Context: an optimization exercise on an open-source flow, tuned for small area and a short achievable clock period. The choices shown serve that exercise and are no tape-out recipe.
The RTL was checked by simulation tests, not by an equivalence proof against the original design.
Power figures rest on the tool's default switching activity, not on a simulated workload.

--- flow/run.sh ---
#!/bin/bash
# synth_recipe.tcl (not shown) runs the flow's synth.tcl, then flattens the netlist and writes it again
# the make line also repeats each setting of config.mk as NAME=value (left out here)
make -C /OpenROAD-flow-scripts/flow DESIGN_CONFIG=/design/flow/config.mk WORK_HOME=/design/flow/orfs CLKGATE_MAP_FILE= SYNTH_SCRIPT=/design/flow/synth_recipe.tcl finish
--- flow/config.mk ---
export PLATFORM = sky130hd
export DESIGN_NAME = rpn_sequencer
export DESIGN_NICKNAME = rpn_sequencer
export VERILOG_FILES = /design/flow/design.v
export SDC_FILE = /design/flow/constraint.sdc
export NUM_CORES = 4
export LEC_CHECK = 0
export CAP_MARGIN = 20
export CORE_MARGIN = 2
export CORE_UTILIZATION = 55
export CTS_BUF_LIST = sky130_fd_sc_hd__clkbuf_16
export CTS_CLUSTER_DIAMETER = 60
export CTS_CLUSTER_SIZE = 30
export SETUP_SLACK_MARGIN = 3.3
export SLEW_MARGIN = 20
export SYNTH_HIERARCHICAL = 1
export SYNTH_MEMORY_MAX_BITS = 8192
export SYNTH_MINIMUM_KEEP_SIZE = 0
export TNS_END_PERCENT = 20
--- flow/constraint.sdc ---
create_clock -name core_clock -period 7.0 [get_ports {step}]
set_input_delay 1.4000 -clock core_clock [delete_from_list [all_inputs] [get_ports {step}]]
set_output_delay 1.4000 -clock core_clock [all_outputs]
set_load 0.01 [all_outputs]
--- flow/design.v ---
package rpn_pkg;
   localparam int DW_DEF      = 16;
   localparam int CNT_W_DEF   = 10;
   localparam int PROG_AW_DEF = 8;
   typedef enum logic [1:0] {
      KIND_PUSH = 2'b00,
      KIND_OP   = 2'b01,
      KIND_END  = 2'b10,
      KIND_NOP  = 2'b11
   } kind_t;
endpackage
module rpn_prog_mem #(
   parameter int AW = 8,
   parameter int W  = 17
) (
   input  logic                step,
   input  logic                wr,
   input  logic [AW-1:0]       waddr,
   input  logic [W-1:0]        wdata,
   input  logic [2**(AW/2)-1:0] rlo,
   input  logic [2**(AW/2)-1:0] rhi,
   output logic [W-1:0]        rdata
);
   localparam int N  = 2**AW;
   localparam int HN = 2**(AW/2);
   logic [W-1:0]  mem [N];
   logic [W-1:0]  grp [HN];    
   logic          pw;          
   logic [AW-1:0] pa;
   logic [W-1:0]  pd;
   logic [W-1:0]  word0;       
   always_ff @(posedge step) begin
      pw <= wr;
      pa <= waddr;
      pd <= wdata;
   end
   for (genvar w = 0; w < N; w++) begin : g_word
      always_ff @(posedge step) begin
         if (pw && pa == AW'(w)) mem[w] <= pd;
      end
   end
   assign word0 = (pw && pa == '0) ? pd : mem[0];
   always_comb begin
      for (int g = 0; g < HN; g++) begin
         grp[g] = '0;
         for (int j = 0; j < HN; j++) grp[g] = grp[g] | ({W{rlo[j]}} & ((g*HN + j == 0) ? word0 : mem[g*HN + j]));
      end
      rdata = '0;
      for (int g = 0; g < HN; g++) rdata = rdata | ({W{rhi[g]}} & grp[g]);
   end
endmodule
module rpn_sequencer (
   input  logic        step,
   input  logic        nrst,
   input  logic        start,
   input  logic        prog_wr,
   input  logic [7:0]  prog_addr,
   input  logic [17:0] prog_data,
   output logic        busy,
   output logic        done,
   output logic        err,
   output logic [15:0] result,
   output logic        calc_nrst,
   output logic        calc_push,
   output logic [15:0] calc_d,
   output logic [1:0]  calc_op,
   input  logic [9:0]  calc_cnt,
   input  logic [15:0] calc_out,
   output logic [15:0] icount
);
   logic st_clr, st_run, st_done, st_err, busy_q;
   logic [15:0] rlo, rhi;    
   logic [16:0] fi;          
   logic [8:0]  ic;          
   logic [16:0] rdata;
   logic [16:0] wenc;
   wire [1:0] w_kind = prog_data[17:16];
   always_comb begin
      case (w_kind)
         rpn_pkg::KIND_PUSH: wenc = {1'b1, prog_data[15:0]};
         rpn_pkg::KIND_OP:   wenc = {1'b0, 14'd0, prog_data[1:0]};
         rpn_pkg::KIND_END:  wenc = {1'b0, 13'd0, 1'b1, 2'b00};
         default:            wenc = '0;
      endcase
   end
   rpn_prog_mem #(.AW(8), .W(17)) u_prog_mem (
      .step  (step),
      .wr    (prog_wr && !busy_q),
      .waddr (prog_addr),
      .wdata (wenc),
      .rlo   (rlo),
      .rhi   (rhi),
      .rdata (rdata)
   );
   wire f_push = fi[16];
   wire f_op1  = !fi[16] && fi[1];       
   wire f_op0  = !fi[16] && fi[0];
   wire f_end  = !fi[16] && fi[2];
   wire full   = &calc_cnt;
   wire ge2    = |calc_cnt[9:1];
   wire fail   = (f_push && full) || (f_op1 && !ge2);
   wire issue  = st_run && !f_end && !fail;
   wire last   = &ic[7:0];
   wire restart = start && !busy_q;
   always_ff @(posedge step) begin
      if (!nrst) begin
         st_clr  <= 1'b0;
         st_run  <= 1'b0;
         busy_q  <= 1'b0;
         st_done <= 1'b0;
         st_err  <= 1'b0;
      end else begin
         st_clr  <= restart;
         st_run  <= st_clr || (issue && !last);
         busy_q  <= restart || st_clr || (issue && !last);
         st_done <= !restart && (st_done || (st_run && f_end));
         st_err  <= !restart && (st_err || (st_run && fail) || (issue && last));
      end
   end
   always_ff @(posedge step) begin
      if (!nrst || restart) ic <= '0;
      else if (issue)       ic <= ic + 9'd1;
   end
   always_ff @(posedge step) begin
      if (!nrst)                 result <= '0;
      else if (st_run && f_end)  result <= calc_out;
   end
   always_ff @(posedge step) begin
      if (restart) begin
         rlo <= 16'd1;
         rhi <= 16'd1;
      end else begin
         rlo <= {rlo[14:0], rlo[15]};
         if (rlo[15]) rhi <= {rhi[14:0], rhi[15]};
      end
      fi <= rdata;
   end
   assign busy      = busy_q;
   assign done      = st_done;
   assign err       = st_err;
   assign calc_nrst = nrst && !st_clr;
   assign calc_op   = {st_run && f_op1 && ge2,
                       st_run && f_op0 && (!fi[1] || ge2)};
   assign icount    = {7'd0, ic};
   wire push_en = st_run && f_push;
   rpn_full_gate u_push_gate (.cnt(calc_cnt), .en(push_en), .d(1'b1), .y(calc_push));
   for (genvar i = 0; i < 16; i++) begin : g_d
      rpn_full_gate u_d_gate (.cnt(calc_cnt), .en(push_en), .d(fi[i]), .y(calc_d[i]));
   end
endmodule
module rpn_full_gate (
   input  logic [9:0] cnt,
   input  logic       en,
   input  logic       d,
   output logic       y
);
   assign y = en && d && !(&cnt);
endmodule
==> reports/qor.txt, run 1 <==
Unique masters post-synth - 49
Placed Instances - 12278
Min Tclk post-route - 3.851 ns
Max rail drop VDD - 262.9 µV
Grt ovf - 0
Final period utilization - 55.02%
Synth Instances - 8455
Clock Skew - 0.09555 ns
Max-cap viol count - 0
Yosys Warn Count - 10
Ratio of cells with drive above 1 in the final layout - 12.40%
Critical path capture point type - register
Final WL - 482800 µm
Crit-path slowest cell - o21ai_0
Static leakage - 56.70 nW
Setup Viol. Count Final - 0
CTS buffer count - 276
WP buf/inv - 1
CP max FO - 72
Outcome - complete, no violations
Pin count of the biggest net entering global routing - 164
Initial antenna violation count - 32
Critical Path AT - 4.69 ns
Gpl congestion - 0.8858
Most frequent cells in the layout - edfxtp_1, a22oi_1, a22o_1
Final hold vios - 0
Most common cell after layout, fill and taps aside - edfxtp_1
Fin nets - 8757
Sequential share of the synthesized area - 82.99%
Antenna Nets Post-Route - 0
Routed via count - 89755
TritonCTS clock tree - built
Num rows - 197
CP startpoint kind - register
Max transition margin - 15.89%
I/O Pins - 111
Worst skew pair latency - 0.97 ns
Core Area - 288600 µm²
Vias in the first global route - 83723
Drt via density - 7.000
Die ar. - 294900 µm²
Max-slew violations - 0
CTS clk-pin slew, worst paths - 0.10 ns
Top delay family on crit path - compound AO/OA/AOI/OAI gates
Asr flop ratio synth - 0%
Post-cts hold buffer count - 0
Pwr dens - 275.9 nW/µm²
Depth of the CTS H-tree - 5
# clock sinks - 4457
DP HPWL - 271200 µm
WL per Instance - 37.65 µm
First-pass GRT wire length - 661700 µm
Iter 0 DRT Violations - 13882
Initial Utilization - 55.37%
Worst EP required - 7.84 ns
Synthesized area per cell - 18.90 µm²
Area Growth Syn to Fin - 11.23%
CTS Buffer Depth - 4
Switching power total - 10.91 mW
Net Sw Frac - 22.25%
CTS root buf - clkbuf_16
Hold Crit Class - register to register
Die Wd - 543.0 µm
Primary FF master, synth - edfxtp_1
# DRC - 0
Worst slew pin tran - 1.260 ns
RSZ-0062 raised after global routing - true
Total GRT Usage - 32.00%
Post-route setup TNS - 0 ns
P_int - 38.13 mW
Clock share of power - 36.7%
Max Freq - 259.7 MHz
Part of the power in registers - 59.8%
Die height - 543.0 µm
Post-synthesis sequential element count - 4457
CP peak stage delay - 0.80 ns
Crit path cell chain - buf_12 -> a22o_1 -> a221oi_1 -> nand3_1 -> o21ai_0 -> nand4_1 -> a2111o_1
Critical path class - register to register
Number of flops mapped to enable cells by yosys - 4335
First-pass iteration count of the detailed router - 9
Final cell count without fillers - 12822
I/O Buffers - 103
Mapped Area - 159800 µm²
Gate power share - 3.5%
-- cells by family after synthesis --
| logic type | Yosys count | synth area share [%] |
|---|---|---|
| flip-flops | 4457 | 82.99 |
| XOR/XNOR | 2 | 0.01096 |
| buffers and inverters | 561 | 1.347 |
| AO/OA/AOI/OAI | 2431 | 12.33 |
| adder cells (fa/ha/maj) | 1 | 0.007828 |
| other | 2 | 0.004699 |
| AND/OR/NAND/NOR | 968 | 3.071 |
| multiplexers | 33 | 0.2435 |
-- layout make-up --
type / count / area [µm²]
diodes: 26 / 65.06
clock buffers: 284 / 7107
clock inverters: 210 / 2424
fillers: 20368 / 110900
inverters: 2 / 7.507
multi-input cells: 3445 / 25650
flip-flops and latches: 4457 / 132700
well taps: 3880 / 4855
repair buffers: 518 / 4897
-- synth_stat cells, drive strengths merged (32+ instances only) --
library cell	instances	area share [%]
a22o	639	3.5
a221oi	639	3.5
a22oi	898	4.2
nand2	84	0.20
nand4	317	1.2
buf	79	0.21
nor2	285	0.67
o21ai	139	0.44
and2	32	0.13
dfxtp	122	1.5
nand3	215	0.68
edfxtp	4335	81
a222oi	34	0.21
clkbuf	480	1.1
-- flip-flops by register name, indices dropped and copies added (netlist names) --
name / cells
u_prog_mem.pd: 17
rhi: 16
u_prog_mem.pa: 8
busy_q: 1
st_done: 1
rlo: 16
st_clr: 1
ic: 9
u_prog_mem.pw: 1
st_run: 1
fi: 17
u_prog_mem.mem: 4352
st_err: 1
result: 16
-- routing by layer --
layer	up-vias	share of wire, %	track usage (%)
li1	36475	-	-
met1	47053	39	46.85
met2	5496	46	49.16
met3	719	11	6.054
met4	12	3.4	9.863
met5	-	0.016	0
-- per-module statistics from Yosys, one instance, submodules excluded, excerpt --
module,flops+latches,cells inside
rpn_full_gate,0,4
rpn_sequencer,79,287
-- worst register-to-register path, cell delays in order (launching register included) --
cell and delay, ns:
dfxtp_4 0.53, buf_12 0.29, a22o_1 0.57, a221oi_1 0.24
nand3_1 0.10, o21ai_0 0.80, nand4_1 0.68, a2111o_1 0.55
-- metrics by stage --
step                utilization (%)  worst slack (ns)  total power [mW]  area, µm²  hold WS [ns]
floorplan                         -             3.711             30.69     159800        0.4471
global placement              58.00             2.178             31.56     167400        0.4567
detailed placement            58.06             2.105             31.59     167600        0.4548
CTS                           61.41             3.099             49.19     177300        0.4743
global route                  61.57             3.156             50.18     177700        0.4908
finish                        61.58             3.149             49.04     177700        0.4678
-- final timing paths --
path / from / end / slack [ns] / cells after the start
worst max-delay path: rlo[14]$_SDFF_PP0_ / fi[1]$_DFF_P_ / 3.15 / 7
worst min-delay path: result[15]$_SDFFE_PN0P_ / result[15]$_SDFFE_PN0P_ / 0.47 / 2
worst max register to register: rlo[14]$_SDFF_PP0_ / fi[1]$_DFF_P_ / 3.15 / 7
worst min register to register: result[15]$_SDFFE_PN0P_ / result[15]$_SDFFE_PN0P_ / 0.47 / 2
-- power by group through the flow --
| stage | combinational (mW) | clock (mW) | sequential, mW |
|---|---|---|---|
| 6_report | 1.72 | 18.0 | 29.3 |
| 5_1_grt | 1.78 | 19.1 | 29.3 |
| 4_1_cts | 1.67 | 18.2 | 29.3 |
| 3_5_place_dp | 1.65 | 0 | 29.9 |
| 3_3_place_gp | 1.62 | 0 | 29.9 |
| 2_1_floorplan | 0.695 | 0 | 30.0 |
-- timing repair --
action                                  4_1_cts  5_1_grt
resized for setup                           124       42
setup buffers                                 7        9
endpoints found under the setup margin       43       67
pin swaps                                     5       12
cloned                                        2        3
==> run 2, diff against run 1 <==
--- a/flow/design.v
+++ b/flow/design.v
@@ -11,23 +11,25 @@
 endpackage
 module rpn_prog_mem #(
-   parameter int AW = 8,
-   parameter int W  = 17
+   parameter int W = 17
 ) (
-   input  logic                step,
-   input  logic                wr,
-   input  logic [AW-1:0]       waddr,
-   input  logic [W-1:0]        wdata,
-   input  logic [2**(AW/2)-1:0] rlo,
-   input  logic [2**(AW/2)-1:0] rhi,
-   output logic [W-1:0]        rdata
+   input  logic         step,
+   input  logic         wr,
+   input  logic [7:0]   waddr,
+   input  logic [W-1:0] wdata,
+   input  logic [7:0]   a8,
+   input  logic [7:0]   b8,
+   input  logic [3:0]   q4,
+   input  logic         rd0,
+   output logic [W-1:0] rdata
 );
-   localparam int N  = 2**AW;
-   localparam int HN = 2**(AW/2);
-   logic [W-1:0]  mem [N];
-   logic [W-1:0]  grp [HN];    
-   logic          pw;          
-   logic [AW-1:0] pa;
-   logic [W-1:0]  pd;
-   logic [W-1:0]  word0;       
+   logic [W-1:0] mem [256];
+   logic         pw;            
+   logic [7:0]   pa;
+   logic [W-1:0] pd;
+   logic [W-1:0] view [256];    
+   logic [W-1:0] cl [4][8];     
+   logic [W-1:0] qs [4];        
+   logic [W-1:0] qw [4];        
+   logic [W-1:0] st2;
    always_ff @(posedge step) begin
       pw <= wr;
@@ -35,18 +37,30 @@
       pd <= wdata;
    end
-   for (genvar w = 0; w < N; w++) begin : g_word
+   for (genvar w = 0; w < 256; w++) begin : g_word
       always_ff @(posedge step) begin
-         if (pw && pa == AW'(w)) mem[w] <= pd;
+         if (pw && pa == 8'(w)) mem[w] <= pd;
+      end
+      if (w < 2) begin : g_fwd
+         assign view[w] = (pw && pa == 8'(w)) ? pd : mem[w];
+      end else begin : g_nofwd
+         assign view[w] = mem[w];
       end
    end
-   assign word0 = (pw && pa == '0) ? pd : mem[0];
    always_comb begin
-      for (int g = 0; g < HN; g++) begin
-         grp[g] = '0;
-         for (int j = 0; j < HN; j++) grp[g] = grp[g] | ({W{rlo[j]}} & ((g*HN + j == 0) ? word0 : mem[g*HN + j]));
+      for (int q = 0; q < 4; q++) begin
+         qs[q] = '0;
+         for (int c = 0; c < 8; c++) begin
+            cl[q][c] = '0;
+            for (int i = 0; i < 8; i++) cl[q][c] = cl[q][c] | ({W{a8[i]}} & view[q*64 + c*8 + i]);
+            qs[q] = qs[q] | ({W{b8[c]}} & cl[q][c]);
+         end
       end
-      rdata = '0;
-      for (int g = 0; g < HN; g++) rdata = rdata | ({W{rhi[g]}} & grp[g]);
+      st2 = '0;
+      for (int q = 0; q < 4; q++) st2 = st2 | ({W{q4[q]}} & qw[q]);
    end
+   always_ff @(posedge step) begin
+      for (int q = 0; q < 4; q++) qw[q] <= qs[q];
+   end
+   assign rdata = rd0 ? view[0] : st2;
 endmodule
 module rpn_sequencer (
@@ -70,5 +84,6 @@
 );
    logic st_clr, st_run, st_done, st_err, busy_q;
-   logic [15:0] rlo, rhi;    
+   logic [7:0]  a8, b8;      
+   logic [3:0]  h4, q4;      
    logic [16:0] fi;          
    logic [8:0]  ic;          
@@ -84,11 +99,13 @@
       endcase
    end
-   rpn_prog_mem #(.AW(8), .W(17)) u_prog_mem (
+   rpn_prog_mem #(.W(17)) u_prog_mem (
       .step  (step),
       .wr    (prog_wr && !busy_q),
       .waddr (prog_addr),
       .wdata (wenc),
-      .rlo   (rlo),
-      .rhi   (rhi),
+      .a8    (a8),
+      .b8    (b8),
+      .q4    (q4),
+      .rd0   (st_clr),
       .rdata (rdata)
    );
@@ -128,10 +145,13 @@
    always_ff @(posedge step) begin
       if (restart) begin
-         rlo <= 16'd1;
-         rhi <= 16'd1;
+         a8 <= 8'd2;
+         b8 <= 8'd1;
+         h4 <= 4'd1;
       end else begin
-         rlo <= {rlo[14:0], rlo[15]};
-         if (rlo[15]) rhi <= {rhi[14:0], rhi[15]};
+         a8 <= {a8[6:0], a8[7]};
+         if (a8[7])          b8 <= {b8[6:0], b8[7]};
+         if (a8[7] && b8[7]) h4 <= {h4[2:0], h4[3]};
       end
+      q4 <= h4;
       fi <= rdata;
    end
==> run 2 against run 1 <==
Via count is 2.2% higher. Routed wire length decreased by 1.8%. Sequential cell count up 60. Final area grew 0.91%. Die area is 1.4% higher. First-iteration DRC count is 5.0% higher. Hold slack got worse by 0.097 ns.
==> reports/qor.txt, run 2 <==
Reg with most FFs - u_prog_mem.mem
RSZ-0062 raised after global routing - true
WL per Instance - 36.13 µm
Worst slew pin tran - 1.200 ns
Max rail drop VDD - 213.1 µV
Asr flop ratio synth - 0%
Static leakage - 51.19 nW
Iter 0 DRT Violations - 14578
Synth top cells by count - edfxtp_1, a22oi_1, nand4_1
Max-slew violations - 0
Core Area - 293600 µm²
Largest family of logic cells by synthesized area - compound AO/OA/AOI/OAI gates
DP HPWL - 260000 µm
Mapped Area - 162000 µm²
Setup Viol. Count Final - 0
Max reg flops - 4352
Crit-path slowest cell - or4_4
Initial Utilization - 55.19%
Routed via count - 91688
Worst EP required - 5.60 ns
# clock sinks - 4517
Gpl congestion - 0.9163
Max transition margin - 19.94%
I/O Pins - 111
Die Wd - 546.8 µm
Final WL - 474100 µm
Depth of the CTS H-tree - 5
Crit path cell chain - buf_6 -> or4_4 -> nor4_4 -> nor2_1 -> buf_2
Drt via density - 6.987
Outcome - complete, no violations
CP peak stage delay - 0.49 ns
Post-route setup TNS - 0 ns
Adder-cell share of the synthesized area - 0.007722%
Ratio of cells with drive above 1 in the final layout - 11.92%
Antenna Nets Post-Route - 0
Max-cap viol count - 0
Hold Crit Class - register to register
Grt ovf - 0
Most common cell after layout, fill and taps aside - edfxtp_1
Vias in the first global route - 86215
Complex-gate fraction of the synthesized area - 11.91%
CTS root buf - clkbuf_16
Area Growth Syn to Fin - 10.70%
# DRC - 0
Critical Path AT - 2.58 ns
Unique masters post-synth - 54
Fin nets - 9037
Pin count of the biggest net entering global routing - 158
Initial antenna violation count - 23
First-pass iteration count of the detailed router - 9
Critical path class - input pin to output pin
Synth Instances - 8912
Max Freq - 251.3 MHz
Total GRT Usage - 30.98%
Yosys Warn Count - 13
Final period utilization - 56.84%
Most frequent cells in the layout - edfxtp_1, a22oi_1, nand4_1
CTS buffer count - 272
I/O Buffers - 103
Cell taking the most area after synthesis - edfxtp_1
Post-synthesis xor/xnor area fraction - 0.01622%
Synthesized area per cell - 18.18 µm²
Final hold vios - 0
Post-synth top area share - 80.03%
Fillers - 20820
Min Tclk post-route - 3.979 ns
CTS Buffer Depth - 4
CP max FO - 19
CTS clk-pin slew, worst paths - 0.09 ns
Primary FF master, synth - edfxtp_1
Post-synthesis sequential element count - 4517
Most frequent cell after synthesis - edfxtp_1
Sequential share of the synthesized area - 82.49%
Worst skew pair latency - 0.95 ns
Post-synthesis mux area share - 0.1869%
CP startpoint kind - input pin
Die height - 546.8 µm
Die ar. - 298900 µm²
Simple-gate share of the synthesized area - 3.919%
Main area contributors after synthesis - edfxtp_1, a22oi_1, dfxtp_1
Num rows - 199
Post-cts hold buffer count - 0
Pwr dens - 284.4 nW/µm²
First-pass GRT wire length - 662700 µm
Overall power - 51.00 mW
Number of flops mapped to enable cells by yosys - 4318
Top Registers - u_prog_mem.mem: 4352 flops, u_prog_mem.qw: 68 flops
Critical path capture point type - output pin
Clock Skew - 0.06592 ns
TritonCTS clock tree - built
==> run 2: changes by cell type after synthesis, moves of 139 or more <==
cell	before	now
a22o_1	639	50
nand3_1	214	42
nand4_1	317	633
a22oi_1	898	2380
o21ai_0	139	0
a221oi_1	639	16
==> run 2: cell families after synthesis <==
group                      Yosys count
DFF                               4517
buffers and inverters              618
and+or+nand+nor                   1191
xor gates and xnor gates             3
AOI/OAI and AO/OA                 2552
adders and majority gates            1
other                                2
muxes                               28
==> run 2: worst paths after layout <==
kind	startpoint	end	slack (ns)	cells after the start
worst max-delay path	calc_cnt[4]	calc_op[1]	3.02	5
worst min register to register	h4[1]$_SDFFE_PP0P_	q4[1]$_DFF_P_	0.37	0
worst max register to register	u_prog_mem.pa[2]$_DFF_P_	u_prog_mem.mem[230][9]$_DFFE_PP_	3.28	4
worst min-delay path	h4[1]$_SDFFE_PP0P_	q4[1]$_DFF_P_	0.37	0
==> run 2: final cells by class <==
class	count	area (µm²)	share of cell area (%)
diodes	8	20.02	0.01116
flip-flops and latches	4517	133800	74.58
clock inverters	207	2520	1.405
well taps	3919	4903	2.734
multi-input cells	3783	27150	15.14
inverters	1	3.754	0.002093
repair buffers	405	3905	2.177
clock buffers	283	7082	3.948
==> run 2: layer usage <==
metal,vias to the layer above,part of all wire [%],track usage [%]
met5,-,0.0057,0
met4,4,3.3,9.630
met3,665,10,5.156
met2,5401,46,47.02
met1,48016,41,46.44
li1,37602,-,-
==> run 2: metrics by stage <==
step	hold WS, ns	std cells	setup WS, ns	area, µm²	utilization, %
final	0.3710	13123	3.021	179400	61.10
after floorplan	0.3514	8918	2.745	162100	-
after detailed placement	0.3588	12600	1.761	169200	57.63
after CTS	0.3552	13099	3.100	178800	60.92
after global routing	0.3726	13117	2.983	179300	61.09
after global placement	0.3550	12595	1.803	168900	57.54
==> run 2: per-module statistics from Yosys (local to each module, per instance), a selection <==
module,copies in the design,cells,flip-flops and latches,area [µm²]
rpn_sequencer,1,268,71,2562
rpn_full_gate,17,4,0,26.28
==> run 2: report_power, final <==
| part | internal, mW | switching [mW] | leakage [nW] |
|---|---|---|---|
| Clock | 8.58 | 9.61 | 4.66 |
| Combinational | 0.817 | 2.09 | 8.58 |
| Sequential | 29.6 | 0.312 | 37.9 |
==> run 2: timing repair <==
action | 4_1_cts | 5_1_grt
setup endpoints to repair | 27 | 63
pin swaps | 7 | 3
setup buffers | 8 | 1
resized for setup | 116 | 22
cloned | 1 | 0
==> run 2: worst max-delay path, delay by kind of cell <==
kind	cells	cell delay, ns
buffers and inverters	2	0.29
and+or+nand+nor	3	0.88
==> run 3, diff against run 2 <==
--- a/flow/design.v
+++ b/flow/design.v
@@ -160,6 +160,8 @@
    assign err       = st_err;
    assign calc_nrst = nrst && !st_clr;
-   assign calc_op   = {st_run && f_op1 && ge2,
-                       st_run && f_op0 && (!fi[1] || ge2)};
+   rpn_ge2_gate u_op1_gate (.cnt(calc_cnt[9:1]), .en(st_run && f_op1), .x(1'b0),
+                            .y(calc_op[1]));
+   rpn_ge2_gate u_op0_gate (.cnt(calc_cnt[9:1]), .en(st_run && f_op0), .x(!fi[1]),
+                            .y(calc_op[0]));
    assign icount    = {7'd0, ic};
    wire push_en = st_run && f_push;
@@ -177,2 +179,10 @@
    assign y = en && d && !(&cnt);
 endmodule
+module rpn_ge2_gate (
+   input  logic [8:0] cnt,
+   input  logic       en,
+   input  logic       x,
+   output logic       y
+);
+   assign y = en && (x || (|cnt));
+endmodule
==> run 3 against run 2 <==
Global-route usage decreased by 0.19 points. Non-clock buffer count shrank 59. Total power shrank 3.0%.
==> reports/qor.txt, run 3 <==
Setup Viol. Count Final - 0
Main area contributors after synthesis - edfxtp_1, a22oi_1, dfxtp_1
Max transition margin - 17.49%
Final WL - 470900 µm
Max rail drop VDD - 229.7 µV
Yosys Warn Count - 13
Largest family of logic cells by synthesized area - compound AO/OA/AOI/OAI gates
Ratio of cells with drive above 1 in the final layout - 10.99%
Most frequent cell after synthesis - edfxtp_1
Complex-gate fraction of the synthesized area - 11.89%
Worst EP required - 7.67 ns
Routed via count - 91024
Die Wd - 546.9 µm
Iter 0 DRT Violations - 14749
Number of flops mapped to enable cells by yosys - 4318
Unique masters post-synth - 53
Pin count of the biggest net entering global routing - 161
Die ar. - 299100 µm²
First-pass iteration count of the detailed router - 9
Post-synthesis sequential element count - 4517
Gpl congestion - 0.9145
CTS root buf - clkbuf_16
CP startpoint kind - register
Num rows - 199
TritonCTS clock tree - built
Core Area - 293600 µm²
Final cell count without fillers - 13027
Critical path class - register to register
Initial antenna violation count - 29
Final period utilization - 53.67%
CTS buffer count - 238
Clock Skew - 0.05191 ns
Final hold vios - 0
CTS Buffer Depth - 4
I/O Buffers - 103
Die height - 546.9 µm
Simple-gate share of the synthesized area - 3.979%
Worst slew pin tran - 1.238 ns
Synth top cells by count - edfxtp_1, a22oi_1, nand4_1
# clock sinks - 4517
Placed Instances - 12569
Sequential share of the synthesized area - 82.45%
Place WS - 2.154 ns
Post-synth top area share - 80.00%
Worst skew pair latency - 1.00 ns
Critical Path AT - 4.43 ns
WL per Instance - 36.15 µm
Drt via density - 6.987
I/O Pins - 111
Mapped Area - 162100 µm²
Outcome - complete, no violations
Synthesized area per cell - 18.17 µm²
Cell taking the most area after synthesis - edfxtp_1
# DRC - 0
Min Tclk post-route - 3.757 ns
Critical path capture point type - register
Area Growth Syn to Fin - 9.870%
Hold Crit Class - register to register
Depth of the CTS H-tree - 4
CP max FO - 15
Pwr dens - 277.7 nW/µm²
Reg with most FFs - u_prog_mem.mem
Static leakage - 50.44 nW
Most common cell after layout, fill and taps aside - edfxtp_1
Max reg flops - 4352
Adder-cell share of the synthesized area - 0.007719%
Post-CTS setup buffers - 0
Fin nets - 8956
Post-route setup TNS - 0 ns
Grt ovf - 0
RSZ-0062 raised after global routing - true
Top Registers - u_prog_mem.mem: 4352 flops, u_prog_mem.qw: 68 flops
Max Freq - 266.2 MHz
Post-synthesis mux area share - 0.1737%
First-pass GRT wire length - 659200 µm
DP HPWL - 257100 µm
Antenna Nets Post-Route - 0
Vias in the first global route - 85340
Max-slew violations - 0
Post-synthesis xor/xnor area fraction - 0.02161%
Asr flop ratio synth - 0%
Initial Utilization - 55.22%
CTS clk-pin slew, worst paths - 0.10 ns
Total GRT Usage - 30.79%
Most frequent cells in the layout - edfxtp_1, a22oi_1, nand4_1
Synth Instances - 8920
Primary FF master, synth - edfxtp_1
Max-cap viol count - 0
Fin worst setup slack - 3.243 ns
==> run 3: changes by cell type in the layout (fill, tap and decap cells not counted), sizes merged, moves of 3 or more <==
cell,change
inv,+32
clkdlybuf4s15,+5
nor2,-3
and2,+4
dlymetal6s2s,+7
clkbuf,-46
bufinv,-16
nor4,+7
clkinvlp,-14
buf,-64
==> run 3: worst paths after layout <==
kind,depth (start not counted),start,slack [ns],to
hold / removal,0,h4[3]$_SDFFE_PP0P_,0.38,q4[3]$_DFF_P_
setup / recovery,5,u_prog_mem.pa[1]$_DFF_P_,3.24,u_prog_mem.mem[254][16]$_DFFE_PP_
hold reg to reg,0,h4[3]$_SDFFE_PP0P_,0.38,q4[3]$_DFF_P_
setup reg to reg,5,u_prog_mem.pa[1]$_DFF_P_,3.24,u_prog_mem.mem[254][16]$_DFFE_PP_
==> run 3: critical path, stage by stage, from the launching register on <==
cell and delay (ns):
dfxtp_1 0.39, nand2_1 0.07, nor2_1 0.64, nand3_4 0.91
nor2_1 1.06, buf_4 0.35
==> run 3: stage by stage <==
stage	power [mW]	instance area (µm²)	util, %	hold WS (ns)
after floorplan	31.88	162100	-	0.3514
after global placement	33.30	168800	57.49	0.3560
after global routing	50.63	178100	60.66	0.3788
after detailed placement	33.35	169100	57.60	0.3608
after CTS	49.50	177600	60.50	0.3727
final	49.45	178100	60.66	0.3753
==> run 3: layout make-up <==
type                            count  area, µm²
Clock inverter                    202       2421
Clock buffer                      241       6031
Antenna cell                        6      15.01
Fill cell                       21007     115500
Sequential cell                  4517     133800
Timing Repair Buffer              346       3598
Inverter                            7      26.28
Multi-Input combinational cell   3789      27310
Tap cell                         3919       4903
==> run 3: Yosys stat by module, one instance, submodules excluded, excerpt <==
module,flops+latches,cells inside
rpn_sequencer,71,266
rpn_full_gate,0,4
rpn_ge2_gate,0,5
==> run 3: repair_timing <==
action                     CTS  global route
hold buffers                 0             0
gates cloned                 0             0
resized for setup          109            29
pin swaps                    1             5
setup endpoints to repair   20            65
==> run 3: routing by layer <==
| layer | wire [µm] | global-route usage (%) | vias to the layer above |
|---|---|---|---|
| met1 | 189200 | 46.39 | 47570 |
| li1 | - | - | 37445 |
| met2 | 216400 | 46.73 | 5348 |
| met4 | 15710 | 9.290 | 8 |
| met3 | 49300 | 4.927 | 653 |
| met5 | 233 | 0 | - |
==> run 3: cell families after synthesis <==
family,after synthesis
compound gates,2550
xor+xnor,4
fa+ha+maj,1
buf+inv,621
flops,4517
mux,26
other cells,2
simple gates,1199
==> run 3: report_power, final <==
part / total [mW] / internal [mW] / switching, mW / leakage (nW)
logic: 2.87 / 0.815 / 2.06 / 8.35
registers: 29.9 / 29.6 / 0.343 / 38.0
clock network: 16.6 / 7.03 / 9.61 / 4.14
==> run 4, diff against run 3 <==
==> flow/flow/run.sh (new file) <==
#!/bin/bash
# Layout flow: the standard flow (standard.sh: ORFS synthesis through
# finish, unchanged), except that clock tree synthesis is run without dummy
# loads. Each tool's output goes to its own log in this folder, and ORFS
# keeps its per-step logs under orfs/logs/.
set -euo pipefail
export CTS_ARGS="-sink_clustering_enable -repair_clock_nets -sink_clustering_size 30 -sink_clustering_max_diameter 60 -buf_list sky130_fd_sc_hd__clkbuf_16 -dont_use_dummy_load"
bash standard.sh > standard_flow.log 2>&1
==> flow/standard.sh (new file) <==
#!/bin/bash
# synth_recipe.tcl (not shown) runs the flow's synth.tcl, then flattens the netlist and writes it again
# the make line also repeats each setting of config.mk as NAME=value (left out here)
make -C /OpenROAD-flow-scripts/flow DESIGN_CONFIG=/design/flow/config.mk WORK_HOME=/design/flow/orfs CLKGATE_MAP_FILE= SYNTH_SCRIPT=/design/flow/synth_recipe.tcl "${@:-finish}"
removed: flow/run.sh
==> run 4 against run 3 <==
Still clean on timing, DRC and antenna. Non-clock buffer count increased by 1. Largest power group unchanged. Setup slack got worse by 0.12 ns. Register-to-register slack improved by 0.05 ns.
==> reports/qor.txt, run 4 <==
Outcome - complete, no violations
Routed via count - 90242
Static leakage - 49.23 nW
Setup Viol. Count Final - 0
Max Freq - 258.1 MHz
Synth Instances - 8920
Reg2reg start - u_prog_mem.pa[1]$_DFF_P_
Final hold vios - 0
Placed Instances - 12569
DP HPWL - 257100 µm
Max-slew violations - 0
Worst setup endpoint - calc_push
Cell taking the most area after synthesis - edfxtp_1
Final WL - 469600 µm
R2r setup slk - 3.29 ns
Most frequent cells in the layout - edfxtp_1, a22oi_1, nand4_1
CP startpoint kind - input pin
Iter 0 DRT Violations - 14562
Main area contributors after synthesis - edfxtp_1, a22oi_1, dfxtp_1
WL per Instance - 36.61 µm
Critical Path AT - 2.47 ns
Post-CTS setup buffers - 0
Sequential share of the synthesized area - 82.45%
Vias in the first global route - 85180
Met2 Wirelength - 215300 µm
Worst EP required - 5.60 ns
Crit-path slowest cell - clkdlybuf4s50_1
CP max FO - 21
Fin area - 175600 µm²
Wire length on met1 - 190500 µm
Post-cts hold buffer count - 0
Synth top cells by count - edfxtp_1, a22oi_1, nand4_1
Ratio of cells with drive above 1 in the final layout - 9.081%
Worst slew pin tran - 1.212 ns
Core Area - 293600 µm²
Num rows - 199
Reg with most FFs - u_prog_mem.mem
Top Registers - u_prog_mem.mem: 4352 flops, u_prog_mem.qw: 68 flops
Max-cap viol count - 0
Crit path cell chain - buf_8 -> nand4_1 -> o311a_1 -> clkdlybuf4s50_1
Clock Skew - 0.09161 ns
Most frequent cell after synthesis - edfxtp_1
Util after Layout - 59.81%
CTS buffer count - 238
I/O Pins - 111
Synthesized area per cell - 18.17 µm²
Critical path class - input pin to output pin
WL met3 - 47600 µm
CTS root buf - clkbuf_16
Critical path capture point type - output pin
Gpl congestion - 0.9145
RR Endpoint - u_prog_mem.mem[254][5]$_DFFE_PP_
Fin nets - 8957
Drt via density - 7.036
Pwr dens - 266.5 nW/µm²
Worst skew pair latency - 0.98 ns
Grt ovf - 0
# clock sinks - 4517
RSZ-0062 raised after global routing - true
Post-synthesis sequential element count - 4517
Hold Crit Class - register to register
Most common cell after layout, fill and taps aside - edfxtp_1
Final cell count without fillers - 12826
Max transition margin - 19.13%
Total GRT Usage - 30.70%
Setup crit start - calc_cnt[8]
Initial antenna violation count - 30
Asr flop ratio synth - 0%
Die height - 546.9 µm
Pin count of the biggest net entering global routing - 161
First-pass iteration count of the detailed router - 9
Max reg flops - 4352
I/O Buffers - 103
Unique masters post-synth - 53
CP peak stage delay - 0.48 ns
Max rail drop VDD - 221.6 µV
# DRC - 0
Initial Utilization - 55.22%
Post-route setup TNS - 0 ns
Primary FF master, synth - edfxtp_1
Final period utilization - 55.36%
Number of flops mapped to enable cells by yosys - 4318
Post-synth top area share - 80.00%
R2R cell count - 5
Min Tclk post-route - 3.875 ns
Yosys Warn Count - 13
Top routing layer in use - met5
Depth of the CTS H-tree - 4
Die Wd - 546.9 µm
Area Growth Syn to Fin - 8.325%
CTS clk-pin slew, worst paths - 0.06 ns
Antenna Nets Post-Route - 0
TritonCTS clock tree - built
Die ar. - 299100 µm²
First-pass GRT wire length - 656900 µm
Mapped Area - 162100 µm²
CTS Buffer Depth - 4
Area post-placement - 169100 µm²
run 4: kinds of logic after synthesis:
family          count (synthesis)  synth area share (%)
fa+ha+maj                       1              0.007718
other cells                     2              0.004633
buf+inv                       621                 1.473
xor+xnor                        4               0.02161
simple gates                 1199                 3.979
mux                            26                0.1737
compound gates               2550                 11.89
flops                        4517                 82.45
run 4: area by class of cell:
class,count,area [µm²]
antenna,9,22.52
clock buffer,238,5956
timing repair buffer,347,3578
inverter,7,26.28
sequential,4517,133800
multi-input combinational,3789,27320
fill,21208,118000
tap,3919,4903
run 4: power by group:
| group | switching (mW) | leakage [nW] | internal, mW | total [mW] |
|---|---|---|---|---|
| clock | 7.97 | 2.93 | 6.02 | 14.0 |
| sequential | 0.344 | 37.9 | 29.6 | 29.9 |
| combinational | 2.05 | 8.35 | 0.813 | 2.86 |
| total | 10.4 | 49.2 | 36.4 | 46.8 |
run 4: routing by layer:
layer / vias to the layer above / global-route usage [%]
met5: - / 0
met4: 8 / 9.734
met3: 641 / 5.103
met2: 5109 / 46.50
met1: 47330 / 46.01
li1: 37154 / -
run 4: repair_timing:
action | CTS | global route
pin swaps | 1 | 0
endpoints found under the hold margin | 0 | 0
setup endpoints to repair | 20 | 36
resized for setup | 109 | 16
run 4: how the worst min path moves through the flow:
stage	startpoint	end	cells after the start
2_1_floorplan	h4[0]$_SDFFE_PP1P_	q4[0]$_DFF_P_	0
3_3_place_gp	h4[1]$_SDFFE_PP0P_	q4[1]$_DFF_P_	0
3_5_place_dp	h4[3]$_SDFFE_PP0P_	q4[3]$_DFF_P_	0
4_1_cts	h4[3]$_SDFFE_PP0P_	q4[3]$_DFF_P_	0
5_1_grt	h4[2]$_SDFFE_PP0P_	q4[2]$_DFF_P_	0
6_report	h4[1]$_SDFFE_PP0P_	q4[1]$_DFF_P_	0
run 4: Yosys stat by module, one instance, submodules excluded, a selection:
| module | cells | flip-flops and latches | copies in the design | cell area [µm²] |
|---|---|---|---|---|
| rpn_sequencer | 266 | 71 | 1 | 2576 |
| rpn_ge2_gate | 5 | 0 | 2 | 26.28 |
| rpn_full_gate | 4 | 0 | 17 | 26.28 |
run 4: through the flow:
stage	hold WS [ns]	setup WS, ns	total power, mW
after global routing	0.3742	3.093	47.90
after CTS	0.3682	3.126	46.82
after floorplan	0.3514	2.745	31.88
final	0.3682	3.125	46.79
after global placement	0.3560	2.254	33.30
after detailed placement	0.3608	2.154	33.35
run 4: worst max-delay path, delay by kind of cell:
kind,cells,cell delay [ns]
buffers and inverters,2,0.63
AO/OA/AOI/OAI,1,0.33
AND/OR/NAND/NOR,1,0.11
==> run 5, diff against run 4 <==
--- a/flow/design.v
+++ b/flow/design.v
@@ -24,6 +24,5 @@
 );
    logic [W-1:0] mem [256];
-   logic         pw;            
-   logic [7:0]   pa;
+   logic [15:0]  plo_n, phi_n;  
    logic [W-1:0] pd;
    logic [W-1:0] view [256];    
@@ -33,14 +32,16 @@
    logic [W-1:0] st2;
    always_ff @(posedge step) begin
-      pw <= wr;
-      pa <= waddr;
+      for (int i = 0; i < 16; i++) begin
+         plo_n[i] <= !(wr && waddr[3:0] == 4'(i));
+         phi_n[i] <= !(waddr[7:4] == 4'(i));
+      end
       pd <= wdata;
    end
    for (genvar w = 0; w < 256; w++) begin : g_word
       always_ff @(posedge step) begin
-         if (pw && pa == 8'(w)) mem[w] <= pd;
+         if (!(plo_n[w % 16] || phi_n[w / 16])) mem[w] <= pd;
       end
       if (w < 2) begin : g_fwd
-         assign view[w] = (pw && pa == 8'(w)) ? pd : mem[w];
+         assign view[w] = (!(plo_n[w % 16] || phi_n[w / 16])) ? pd : mem[w];
       end else begin : g_nofwd
          assign view[w] = mem[w];
==> flow/run.sh (new file) <==
#!/bin/bash
# synth_recipe.tcl (not shown) runs the flow's synth.tcl, then flattens the netlist and writes it again
# the make line also repeats each setting of config.mk as NAME=value (left out here)
make -C /OpenROAD-flow-scripts/flow DESIGN_CONFIG=/design/flow/config.mk WORK_HOME=/design/flow/orfs CLKGATE_MAP_FILE= SYNTH_SCRIPT=/design/flow/synth_recipe.tcl finish
--- a/flow/config.mk
+++ b/flow/config.mk
@@ -12,8 +12,8 @@
 export CTS_CLUSTER_DIAMETER = 60
 export CTS_CLUSTER_SIZE = 30
-export SETUP_SLACK_MARGIN = 3.3
+export SETUP_SLACK_MARGIN = 3.6
 export SLEW_MARGIN = 20
 export SYNTH_HIERARCHICAL = 1
 export SYNTH_MEMORY_MAX_BITS = 8192
 export SYNTH_MINIMUM_KEEP_SIZE = 0
-export TNS_END_PERCENT = 20
+export TNS_END_PERCENT = 30
removed: flow/flow/run.sh
removed: flow/standard.sh
==> run 5 against run 4 <==
Sequential cell count grew 23. Sequential power is essentially flat. Global-route usage grew 0.22 points. Combinational power shrank 19%. Die area grew 0.37%. Still clean. Critical path depth is the same.
==> reports/qor.txt, run 5 <==
Max reg flops - 4352
Net Sw Frac - 23.19%
Fin nets - 9045
Max Freq - 275.2 MHz
Critical path capture point type - output pin
CTS buffer count - 264
Clock Skew - 0.06033 ns
Part of the power in registers - 59.7%
CTS root buf - clkbuf_16
Switching power total - 11.66 mW
Util after Layout - 61.22%
Number of flops mapped to enable cells by yosys - 4318
Gate power share - 4.6%
P_int - 38.62 mW
CTS Buffer Depth - 4
Ratio of cells with drive above 1 in the final layout - 12.87%
Sequential share of the synthesized area - 82.44%
Synth top cells by count - edfxtp_1, a22oi_1, nand4_1
Max-cap viol count - 0
Fin worst setup slack - 3.366 ns
Fillers - 20894
Max rail drop VDD - 165.2 µV
Die ar. - 300200 µm²
Pin count of the biggest net entering global routing - 175
Min Tclk post-route - 3.634 ns
Setup Viol. Count Final - 0
Final cell count without fillers - 13129
Final WL - 474700 µm
R2r setup slk - 3.67 ns
Iter 0 DRT Violations - 13837
WL per Instance - 36.15 µm
Place WS - 2.179 ns
Cell taking the most area after synthesis - edfxtp_1
Drt via density - 6.942
First-pass iteration count of the detailed router - 10
Pwr dens - 279.3 nW/µm²
Initial antenna violation count - 24
Die Wd - 547.9 µm
CP startpoint kind - input pin
Most frequent cells in the layout - edfxtp_1, a22oi_1, nand4_1
Num rows - 199
Gpl congestion - 0.8957
Post-synthesis sequential element count - 4540
Synthesized area per cell - 18.29 µm²
Final hold vios - 0
Worst EP required - 5.60 ns
Die height - 547.9 µm
Primary FF master, synth - edfxtp_1
Outcome - complete, no violations
Hold Crit Class - register to register
Post-synth top area share - 79.70%
Synth Instances - 8893
Grt ovf - 0
Initial Utilization - 55.32%
# clock sinks - 4540
Antenna Nets Post-Route - 0
Area Growth Syn to Fin - 10.66%
First-pass GRT wire length - 662400 µm
Critical path class - input pin to output pin
Worst skew pair latency - 0.96 ns
Top Registers - u_prog_mem.mem: 4352 flops, u_prog_mem.qw: 68 flops
Static leakage - 56.75 nW
Final period utilization - 51.91%
Vias in the first global route - 86388
Mapped Area - 162700 µm²
CP max FO - 4
Placed Instances - 12608
Max-slew violations - 0
Most frequent cell after synthesis - edfxtp_1
Clock share of power - 35.7%
TritonCTS clock tree - built
CTS clk-pin slew, worst paths - 0.08 ns
Core Area - 294100 µm²
DP HPWL - 257600 µm
Max transition margin - 20.73%
Post-route setup TNS - 0 ns
RSZ-0062 raised after global routing - true
Unique masters post-synth - 51
I/O Buffers - 103
Asr flop ratio synth - 0%
Routed via count - 91139
Worst slew pin tran - 1.189 ns
Depth of the CTS H-tree - 5
Reg with most FFs - u_prog_mem.mem
Most common cell after layout, fill and taps aside - edfxtp_1
Yosys Warn Count - 13
Total GRT Usage - 30.92%
# DRC - 0
I/O Pins - 111
Critical Path AT - 2.23 ns
Main area contributors after synthesis - edfxtp_1, a22oi_1, dfxtp_1
==> run 5: power groups by stage <==
stage	combinational, mW	sequential (mW)	clock [mW]
floorplan	1.11	30.5	0
global placement	2.21	30.6	0
detailed placement	2.24	30.6	0
CTS	2.28	30.0	18.1
global route	2.42	30.0	19.0
finish	2.32	30.0	18.0
==> run 5: per-module statistics from Yosys (local to each module, per instance), excerpt <==
module / flip-flops and latches / area (µm²)
rpn_full_gate: 0 / 26.28
rpn_sequencer: 71 / 2576
rpn_ge2_gate: 0 / 26.28
==> run 5: area by class of cell <==
class | count | area [µm²] | share of cell area (%)
clock buffer | 283 | 7082 | 3.934
antenna | 8 | 20.02 | 0.01112
clock inverter | 197 | 2344 | 1.302
tap | 3919 | 4903 | 2.724
timing repair buffer | 468 | 4690 | 2.605
multi-input combinational | 3705 | 26670 | 14.82
inverter | 9 | 35.03 | 0.01946
sequential | 4540 | 134300 | 74.59
==> run 5: repair_timing <==
item,in CTS,in global routing
endpoints found under the setup margin,22,26
cloned,15,7
hold buffers,0,0
setup buffers,5,0
gates resized for setup,156,39
pin swaps,12,12
==> run 5: cells by family (layout without fill, tap and decap cells) <==
group                      Yosys count  in the layout  synth area share (%)
DFF                               4540           4540                 82.44
AOI/OAI and AO/OA                 2600           2600                 12.01
and+or+nand+nor                   1049           1050                 3.476
buffers and inverters              656            957                 1.744
muxes                               41             41                0.3015
xor gates and xnor gates             4              4               0.02153
other                                2             17              0.004616
adders and majority gates            1              1              0.007690
==> run 5: per-stage QoR <==
step | cell area (µm²) | hold slack (ns) | total power, mW
finish | 180000 | 0.3740 | 50.28
global route | 180000 | 0.3789 | 51.44
CTS | 179700 | 0.3724 | 50.37
detailed placement | 169700 | 0.3586 | 32.84
global placement | 169400 | 0.3545 | 32.80
floorplan | 162700 | 0.3514 | 31.65
==> run 5: routing by layer <==
layer  track usage, %  wire (µm)  vias to the layer above
met5                0         45                        -
met4            8.523      14350                        6
met3            6.075      49020                      657
met2            47.55     220300                     5112
met1            45.55     190900                    47815
li1                 -          -                    37549
==> run 5: final timing paths <==
check	cells after the start	to	from
worst max-delay path	4	calc_op[1]	calc_cnt[2]
worst min-delay path	0	q4[1]$_DFF_P_	h4[1]$_SDFFE_PP0P_
worst max register to register	6	u_prog_mem.qw[2][11]$_DFF_P_	a8[2]$_SDFF_PP0_
worst min register to register	0	q4[1]$_DFF_P_	h4[1]$_SDFFE_PP0P_
==> run 5: critical path, stage by stage <==
cell and delay [ns]:
buf_16 0.12, nor4_4 0.43, a31oi_1 0.14, clkbuf_2 0.14
==> run 6, diff against run 5 <==
--- a/flow/design.v
+++ b/flow/design.v
@@ -85,4 +85,5 @@
 );
    logic st_clr, st_run, st_done, st_err, busy_q;
+   logic run_push, run_op1, run_op0;
    logic [7:0]  a8, b8;      
    logic [3:0]  h4, q4;      
@@ -121,17 +122,24 @@
    wire last   = &ic[7:0];
    wire restart = start && !busy_q;
+   wire run_nx = st_clr || (issue && !last);
    always_ff @(posedge step) begin
       if (!nrst) begin
-         st_clr  <= 1'b0;
-         st_run  <= 1'b0;
-         busy_q  <= 1'b0;
-         st_done <= 1'b0;
-         st_err  <= 1'b0;
+         st_clr   <= 1'b0;
+         st_run   <= 1'b0;
+         busy_q   <= 1'b0;
+         st_done  <= 1'b0;
+         st_err   <= 1'b0;
+         run_push <= 1'b0;
+         run_op1  <= 1'b0;
+         run_op0  <= 1'b0;
       end else begin
-         st_clr  <= restart;
-         st_run  <= st_clr || (issue && !last);
-         busy_q  <= restart || st_clr || (issue && !last);
-         st_done <= !restart && (st_done || (st_run && f_end));
-         st_err  <= !restart && (st_err || (st_run && fail) || (issue && last));
+         st_clr   <= restart;
+         st_run   <= run_nx;
+         busy_q   <= restart || run_nx;
+         run_push <= run_nx && rdata[16];
+         run_op1  <= run_nx && !rdata[16] && rdata[1];
+         run_op0  <= run_nx && !rdata[16] && rdata[0];
+         st_done  <= !restart && (st_done || (st_run && f_end));
+         st_err   <= !restart && (st_err || (st_run && fail) || (issue && last));
       end
    end
@@ -161,13 +169,12 @@
    assign err       = st_err;
    assign calc_nrst = nrst && !st_clr;
-   rpn_ge2_gate u_op1_gate (.cnt(calc_cnt[9:1]), .en(st_run && f_op1), .x(1'b0),
+   rpn_ge2_gate u_op1_gate (.cnt(calc_cnt[9:1]), .en(run_op1), .x(1'b0),
                             .y(calc_op[1]));
-   rpn_ge2_gate u_op0_gate (.cnt(calc_cnt[9:1]), .en(st_run && f_op0), .x(!fi[1]),
+   rpn_ge2_gate u_op0_gate (.cnt(calc_cnt[9:1]), .en(run_op0), .x(!fi[1]),
                             .y(calc_op[0]));
    assign icount    = {7'd0, ic};
-   wire push_en = st_run && f_push;
-   rpn_full_gate u_push_gate (.cnt(calc_cnt), .en(push_en), .d(1'b1), .y(calc_push));
+   rpn_full_gate u_push_gate (.cnt(calc_cnt), .en(run_push), .d(1'b1), .y(calc_push));
    for (genvar i = 0; i < 16; i++) begin : g_d
-      rpn_full_gate u_d_gate (.cnt(calc_cnt), .en(push_en), .d(fi[i]), .y(calc_d[i]));
+      rpn_full_gate u_d_gate (.cnt(calc_cnt), .en(run_push), .d(fi[i]), .y(calc_d[i]));
    end
 endmodule
==> flow/flow/run.sh (new file) <==
#!/bin/bash
# Layout flow: the standard flow (standard.sh: ORFS synthesis through
# finish, unchanged), except that clock tree synthesis is run without dummy
# loads. Each tool's output goes to its own log in this folder, and ORFS
# keeps its per-step logs under orfs/logs/.
set -euo pipefail
export CTS_ARGS="-sink_clustering_enable -repair_clock_nets -sink_clustering_size 30 -sink_clustering_max_diameter 60 -buf_list sky130_fd_sc_hd__clkbuf_16 -dont_use_dummy_load"
bash standard.sh > standard_flow.log 2>&1
==> flow/standard.sh (new file) <==
#!/bin/bash
# synth_recipe.tcl (not shown) runs the flow's synth.tcl, then flattens the netlist and writes it again
# the make line also repeats each setting of config.mk as NAME=value (left out here)
make -C /OpenROAD-flow-scripts/flow DESIGN_CONFIG=/design/flow/config.mk WORK_HOME=/design/flow/orfs CLKGATE_MAP_FILE= SYNTH_SCRIPT=/design/flow/synth_recipe.tcl "${@:-finish}"
removed: flow/run.sh
==> run 6 against run 5 <==
Sequential share of layout area rose by 1.0 points. Utilization fell by 0.84 points. Hold slack got worse by 0.012 ns. Combinational power rose by 27%. Clock power fell by 17%. Critical endpoint is now calc_d[14]. Fmax rose by 0.56%. Register-to-register slack improved by 0.08 ns. Total power fell by 4.4%. Area after synthesis barely moved.
==> reports/qor.txt, run 6 <==
DP HPWL - 256700 µm
Synth Instances - 8904
Cell taking the most area after synthesis - edfxtp_1
Max reg flops - 4352
Die Wd - 548.1 µm
Max rail drop VDD - 210.0 µV
Static leakage - 54.50 nW
Pwr dens - 270.6 nW/µm²
Iter 0 DRT Violations - 13580
Fin nets - 9077
Die ar. - 300400 µm²
Num rows - 199
Sequential share of the synthesized area - 82.40%
Worst hold slack - 0.3618 ns
Total GRT Usage - 30.54%
CTS Buffer Depth - 4
Gpl congestion - 0.8978
Most common cell after layout, fill and taps aside - edfxtp_1
CP startpoint kind - input pin
CTS clk-pin slew, worst paths - 0.08 ns
First-pass GRT wire length - 656600 µm
Final hold vios - 0
Register area - 134300 µm²
I/O Buffers - 103
Die height - 548.1 µm
# DRC - 0
R2r setup slk - 3.75 ns
Mapped Area - 162800 µm²
Max Freq - 276.7 MHz
Critical path class - input pin to output pin
Core Area - 294300 µm²
Initial Utilization - 55.33%
Routed via count - 90917
Max transition margin - 18.36%
CP max FO - 5
Worst slew pin tran - 1.225 ns
WL per Instance - 36.38 µm
Complex-gate fraction of the synthesized area - 12.01%
First-pass iteration count of the detailed router - 13
Synth top cells by count - edfxtp_1, a22oi_1, nand4_1
Post-route setup TNS - 0 ns
Max-slew violations - 0
Worst skew pair latency - 0.94 ns
Max-cap viol count - 0
Final period utilization - 51.62%
Fillers - 21157
Overall power - 48.07 mW
Most frequent cell after synthesis - edfxtp_1
Crit-path slowest cell - o311a_1
Critical Path AT - 2.21 ns
CP peak stage delay - 0.39 ns
Most frequent cells in the layout - edfxtp_1, a22oi_1, nand4_1
Area Growth Syn to Fin - 9.124%
Post-synthesis xor/xnor area fraction - 0%
RSZ-0062 raised after global routing - true
Largest family of logic cells by synthesized area - compound AO/OA/AOI/OAI gates
# clock sinks - 4543
Pin count of the biggest net entering global routing - 146
Post-synthesis sequential element count - 4543
GR peak layer - met2
Unique masters post-synth - 61
Post-synth top area share - 79.63%
Vias in the first global route - 85687
Primary FF master, synth - edfxtp_1
Main area contributors after synthesis - edfxtp_1, a22oi_1, dfxtp_1
Antenna Nets Post-Route - 0
Yosys Warn Count - 13
Depth of the CTS H-tree - 5
Final WL - 471000 µm
Simple-gate share of the synthesized area - 3.479%
Hold Crit Class - register to register
Min Tclk post-route - 3.613 ns
Clock Skew - 0.08113 ns
Critical path capture point type - output pin
Met2 Track Usage GR - 47.56%
TritonCTS clock tree - built
Drt via density - 7.023
Post-synthesis mux area share - 0.3320%
Met1 global-route usage - 45.00%
Crit path cell chain - clkbuf_16 -> nand4_1 -> o311a_1 -> buf_2
Grt ovf - 0
Synthesized area per cell - 18.29 µm²
Outcome - complete, no violations
Worst EP required - 5.60 ns
Adder-cell share of the synthesized area - 0.007684%
Reg with most FFs - u_prog_mem.mem
Number of flops mapped to enable cells by yosys - 4318
Grt met3 use - 5.448%
Initial antenna violation count - 20
Asr flop ratio synth - 0%
Ratio of cells with drive above 1 in the final layout - 11.29%
CTS buffer count - 271
Multi-input gate area - 26740 µm²
I/O Pins - 111
Top Registers - u_prog_mem.mem: 4352 flops, u_prog_mem.qw: 68 flops
Setup Viol. Count Final - 0
CTS root buf - clkbuf_16
run 6: changes by cell type in the layout (fill, tap and decap cells not counted), moves of 12 or more:
cell | previous run | this run
clkinvlp_4 | 18 | 1
a21boi_0 | 16 | 0
buf_4 | 295 | 307
inv_6 | 38 | 0
inv_12 | 18 | 0
inv_8 | 23 | 0
clkinv_8 | 30 | 0
clkinv_4 | 21 | 0
run 6: repair_timing:
item	4_1_cts	5_1_grt
setup buffers	4	5
endpoints found under the setup margin	21	22
hold buffers	0	0
resized for setup	193	4
pin swaps	32	12
cloned	15	10
run 6: logic make-up after synthesis:
group / Yosys count
flops: 4543
compound gates: 2601
simple gates: 1051
fa+ha+maj: 1
other cells: 2
mux: 46
buf+inv: 660
run 6: critical path, delay by kind of cell:
family                 cells  cell delay [ns]
AOI/OAI and AO/OA          1             0.39
buffers and inverters      2             0.27
and+or+nand+nor            1             0.16
run 6: routing by layer:
layer,wire [µm],share of wire (%)
met1,188100,40
met2,220000,47
met3,48560,10
met4,14240,3.0
met5,31,0.0066
run 6: final timing paths:
check / cells past startpoint / to / from
max: 4 / calc_d[14] / calc_cnt[1]
min: 0 / q4[1]$_DFF_P_ / h4[1]$_SDFFE_PP0P_
max reg2reg: 6 / u_prog_mem.qw[0][13]$_DFF_P_ / a8[3]$_SDFF_PP0_
min reg2reg: 0 / q4[1]$_DFF_P_ / h4[1]$_SDFFE_PP0P_
run 6: metrics by stage:
| stage | setup WS (ns) | std cells | util (%) | cell area, µm² |
|---|---|---|---|---|
| 2_1_floorplan | 3.375 | 8911 | - | 162900 |
| 3_3_place_gp | 2.222 | 12614 | 57.60 | 169500 |
| 3_5_place_dp | 2.157 | 12626 | 57.72 | 169900 |
| 4_1_cts | 3.490 | 12916 | 60.19 | 177100 |
| 5_1_grt | 3.387 | 12939 | 60.37 | 177700 |
| 6_report | 3.387 | 12946 | 60.38 | 177700 |
run 6: layout make-up:
cell class | count | share of cell area [%]
flip-flops and latches | 4543 | 75.59
well taps | 3919 | 2.760
diodes | 9 | 0.01267
repair inverters | 1 | 0.002817
repair buffers | 486 | 2.745
multi-input cells | 3708 | 15.05
clock buffers | 271 | 3.817
inverters | 9 | 0.02183
run 6: Yosys stat by module (local to each module, per instance), excerpt:
module / flops+latches / cells inside / cell area [µm²]
rpn_full_gate: 0 / 4 / 26.28
rpn_sequencer: 74 / 277 / 2724
rpn_ge2_gate: 0 / 5 / 26.28
run 6: report_power, final:
| part | switching, mW | leakage, nW | internal, mW |
|---|---|---|---|
| sequential | 0.333 | 42.9 | 29.8 |
| clock | 8.15 | 3.34 | 6.90 |
| combinational | 2.13 | 8.22 | 0.813 |
==> run 7, diff against run 6 <==
--- a/flow/config.mk
+++ b/flow/config.mk
@@ -8,5 +8,5 @@
 export CAP_MARGIN = 20
 export CORE_MARGIN = 2
-export CORE_UTILIZATION = 55
+export CORE_UTILIZATION = 62
 export CTS_BUF_LIST = sky130_fd_sc_hd__clkbuf_16
 export CTS_CLUSTER_DIAMETER = 60
==> run 7 against run 6 <==
Sequential share of layout area up 0.68 points. Final area down 0.89%. Die area down 11%. First-iteration DRC count up 2.9%. Fmax up 0.20%. Global-route usage up 4.2 points. Largest cell class unchanged.
==> reports/qor.txt, run 7 <==
Yosys Warn Count - 13
Worst hold slack - 0.3632 ns
Mapped Area - 162800 µm²
CTS clk-pin slew, worst paths - 0.09 ns
Max transition margin - 8.686%
CTS Buffer Depth - 4
Most frequent cell after synthesis - edfxtp_1
CTS buffer count - 240
Asr flop ratio synth - 0%
Synth Instances - 8904
Fillers - 17234
Vias in the first global route - 84731
Total GRT Usage - 34.74%
Multi-input gate area - 26700 µm²
Post-route setup TNS - 0 ns
TritonCTS clock tree - built
Pin count of the biggest net entering global routing - 176
Antenna Nets Post-Route - 0
DP HPWL - 258200 µm
I/O Pins - 111
Outcome - complete, no violations
Max-cap viol count - 0
# DRC - 0
Number of flops mapped to enable cells by yosys - 4318
Max-slew violations - 0
Ratio of cells with drive above 1 in the final layout - 10.74%
Setup Viol. Count Final - 0
Initial Utilization - 62.20%
WL per Instance - 37.69 µm
Register area - 134300 µm²
I/O Buffers - 103
Post-synthesis sequential element count - 4543
CTS root buf - clkbuf_16
Primary FF master, synth - edfxtp_1
Final hold vios - 0
Iter 0 DRT Violations - 13977
Clock Skew - 0.06261 ns
Critical path class - input pin to output pin
Top Registers - u_prog_mem.mem: 4352 flops, u_prog_mem.qw: 68 flops
Min Tclk post-route - 3.606 ns
Num rows - 188
Most common cell after layout, fill and taps aside - edfxtp_1
Max Freq - 277.3 MHz
Core Area - 261800 µm²
Grt ovf - 0
Final period utilization - 51.52%
Max reg flops - 4352
Critical path capture point type - output pin
Gpl congestion - 0.8864
Util after Layout - 67.27%
Worst EP required - 5.60 ns
Final WL - 470600 µm
Synthesized area per cell - 18.29 µm²
Sequential share of the synthesized area - 82.40%
Worst slew pin tran - 1.370 ns
Post-synth top area share - 79.63%
Synth top cells by count - edfxtp_1, a22oi_1, nand4_1
CP max FO - 10
# clock sinks - 4543
Fin nets - 9025
Worst skew pair latency - 0.97 ns
Critical Path AT - 2.21 ns
CP startpoint kind - input pin
Pwr dens - 267.3 nW/µm²
Max rail drop VDD - 238.2 µV
Initial antenna violation count - 18
First-pass iteration count of the detailed router - 7
Drt via density - 7.300
Hold Crit Class - register to register
Static leakage - 54.00 nW
Depth of the CTS H-tree - 4
Reg with most FFs - u_prog_mem.mem
Die Wd - 516.5 µm
Most frequent cells in the layout - edfxtp_1, a22oi_1, nand4_1
Die height - 516.5 µm
Fin area - 176100 µm²
First-pass GRT wire length - 652600 µm
Unique masters post-synth - 61
Main area contributors after synthesis - edfxtp_1, a22oi_1, dfxtp_1
Area post-placement - 169300 µm²
RSZ-0062 raised after global routing - true
Routed via count - 91145
Die ar. - 266700 µm²
Cell taking the most area after synthesis - edfxtp_1
Area Growth Syn to Fin - 8.155%
==> run 7: layer usage <==
metal | up-vias | wire [µm] | GRT usage, %
li1 | 37240 | - | -
met1 | 47609 | 186300 | 52.79
met2 | 5578 | 214500 | 52.02
met3 | 712 | 53290 | 6.273
met4 | 6 | 16440 | 10.52
met5 | - | 42 | 0
==> run 7: where the power goes <==
part	internal, mW	switching (mW)	total [mW]	leakage [nW]
registers	29.7	0.370	30.1	42.9
clock network	6.07	7.94	14.0	2.96
logic	0.802	2.14	2.94	8.09
==> run 7: worst max-delay path: stages <==
cell	delay (ns)
buf_16	0.13
nor4_2	0.35
a31oi_1	0.16
buf_2	0.16
==> run 7: final timing paths <==
kind	cells past startpoint	slack, ns	startpoint	endpoint
setup reg to reg	6	3.52	a8[6]$_SDFF_PP0_	u_prog_mem.qw[2][16]$_DFF_P_
hold / removal	0	0.36	h4[0]$_SDFFE_PP1P_	q4[0]$_DFF_P_
hold reg to reg	0	0.36	h4[0]$_SDFFE_PP1P_	q4[0]$_DFF_P_
setup / recovery	4	3.39	calc_cnt[9]	calc_op[1]
==> run 7: cell families (layout without fill, tap and decap cells) <==
logic type / Yosys count / count (layout) / share of synthesized area [%]
flip-flops: 4543 / 4543 / 82.40
other: 2 / 14 / 0.004612
AO/OA/AOI/OAI: 2601 / 2601 / 12.01
multiplexers: 46 / 46 / 0.3320
adder cells (fa/ha/maj): 1 / 1 / 0.007683
buffers and inverters: 660 / 715 / 1.773
AND/OR/NAND/NOR: 1051 / 1051 / 3.479
==> run 7: per-module statistics from Yosys, one instance, submodules excluded, a selection <==
module	cell area, µm²	cells
rpn_ge2_gate	26.28	5
rpn_sequencer	2724	277
rpn_full_gate	26.28	4
==> run 7: metrics by stage <==
step                power (mW)  setup slack (ns)  std cells
finish                   47.07             3.394      12486
global route             48.15             3.382      12484
CTS                      47.08             3.499      12471
detailed placement       33.55             2.132      12213
global placement         33.51             2.232      12202
floorplan                32.07             3.375       8911
==> run 7: timing repair <==
item                                    CTS  global route
endpoints found under the setup margin   21            31
pin swaps                                32             8
gates resized for setup                 198             1
setup buffers                             3             0
hold buffers                              0             0
cloned                                   15             4
==> run 7: layout make-up <==
| type | count | share of cell area, % |
|---|---|---|
| sequential | 4543 | 76.28 |
| multi-input combinational | 3708 | 15.16 |
| clock buffer | 240 | 3.410 |
| timing repair buffer | 466 | 2.629 |
| tap | 3515 | 2.497 |
| inverter | 9 | 0.01989 |
| antenna | 5 | 0.007105 |

## afterwards: timing with drivers on the ports
The flow's constraints put no driver on any port. The routed layouts listed below were extracted and timed again, unchanged, in two steps.
Step 1: set_driving_cell puts a clkbuf_16 on step and a buf_2 on each other input, an assumption about the parent block.
Step 2 times the ports against the registers' clock, not the clock port: input delays grow and output delays shrink by t, the midpoint of the rising clock arrivals with the driver on.
a / b / c = ideal / step 1 / step 2; a / b = the first two.
run | shift t [ns] | setup slack, ns | latest minus earliest clock arrival (ns)
run 1 | 1.028 | 3.149 / 3.084 / 3.149 | 0.099 / 0.099
run 2 | 1.018 | 3.021 / 2.961 / 2.961 | 0.066 / 0.066
run 3 | 1.075 | 3.243 / 3.191 / 3.191 | 0.053 / 0.053
run 4 | 1.034 | 3.125 / 3.055 / 3.055 | 0.094 / 0.094
run 5 | 1.028 | 3.366 / 3.059 / 3.059 | 0.061 / 0.061
run 6 | 0.984 | 3.387 / 3.071 / 3.071 | 0.101 / 0.101
run 7 | 1.025 | 3.394 / 3.187 / 3.187 | 0.089 / 0.090
After both steps setup and hold are still met in every run listed. The setup slack of run 6, which loses most, moves by -0.316 ns with the drivers and by -0.316 ns with both steps.
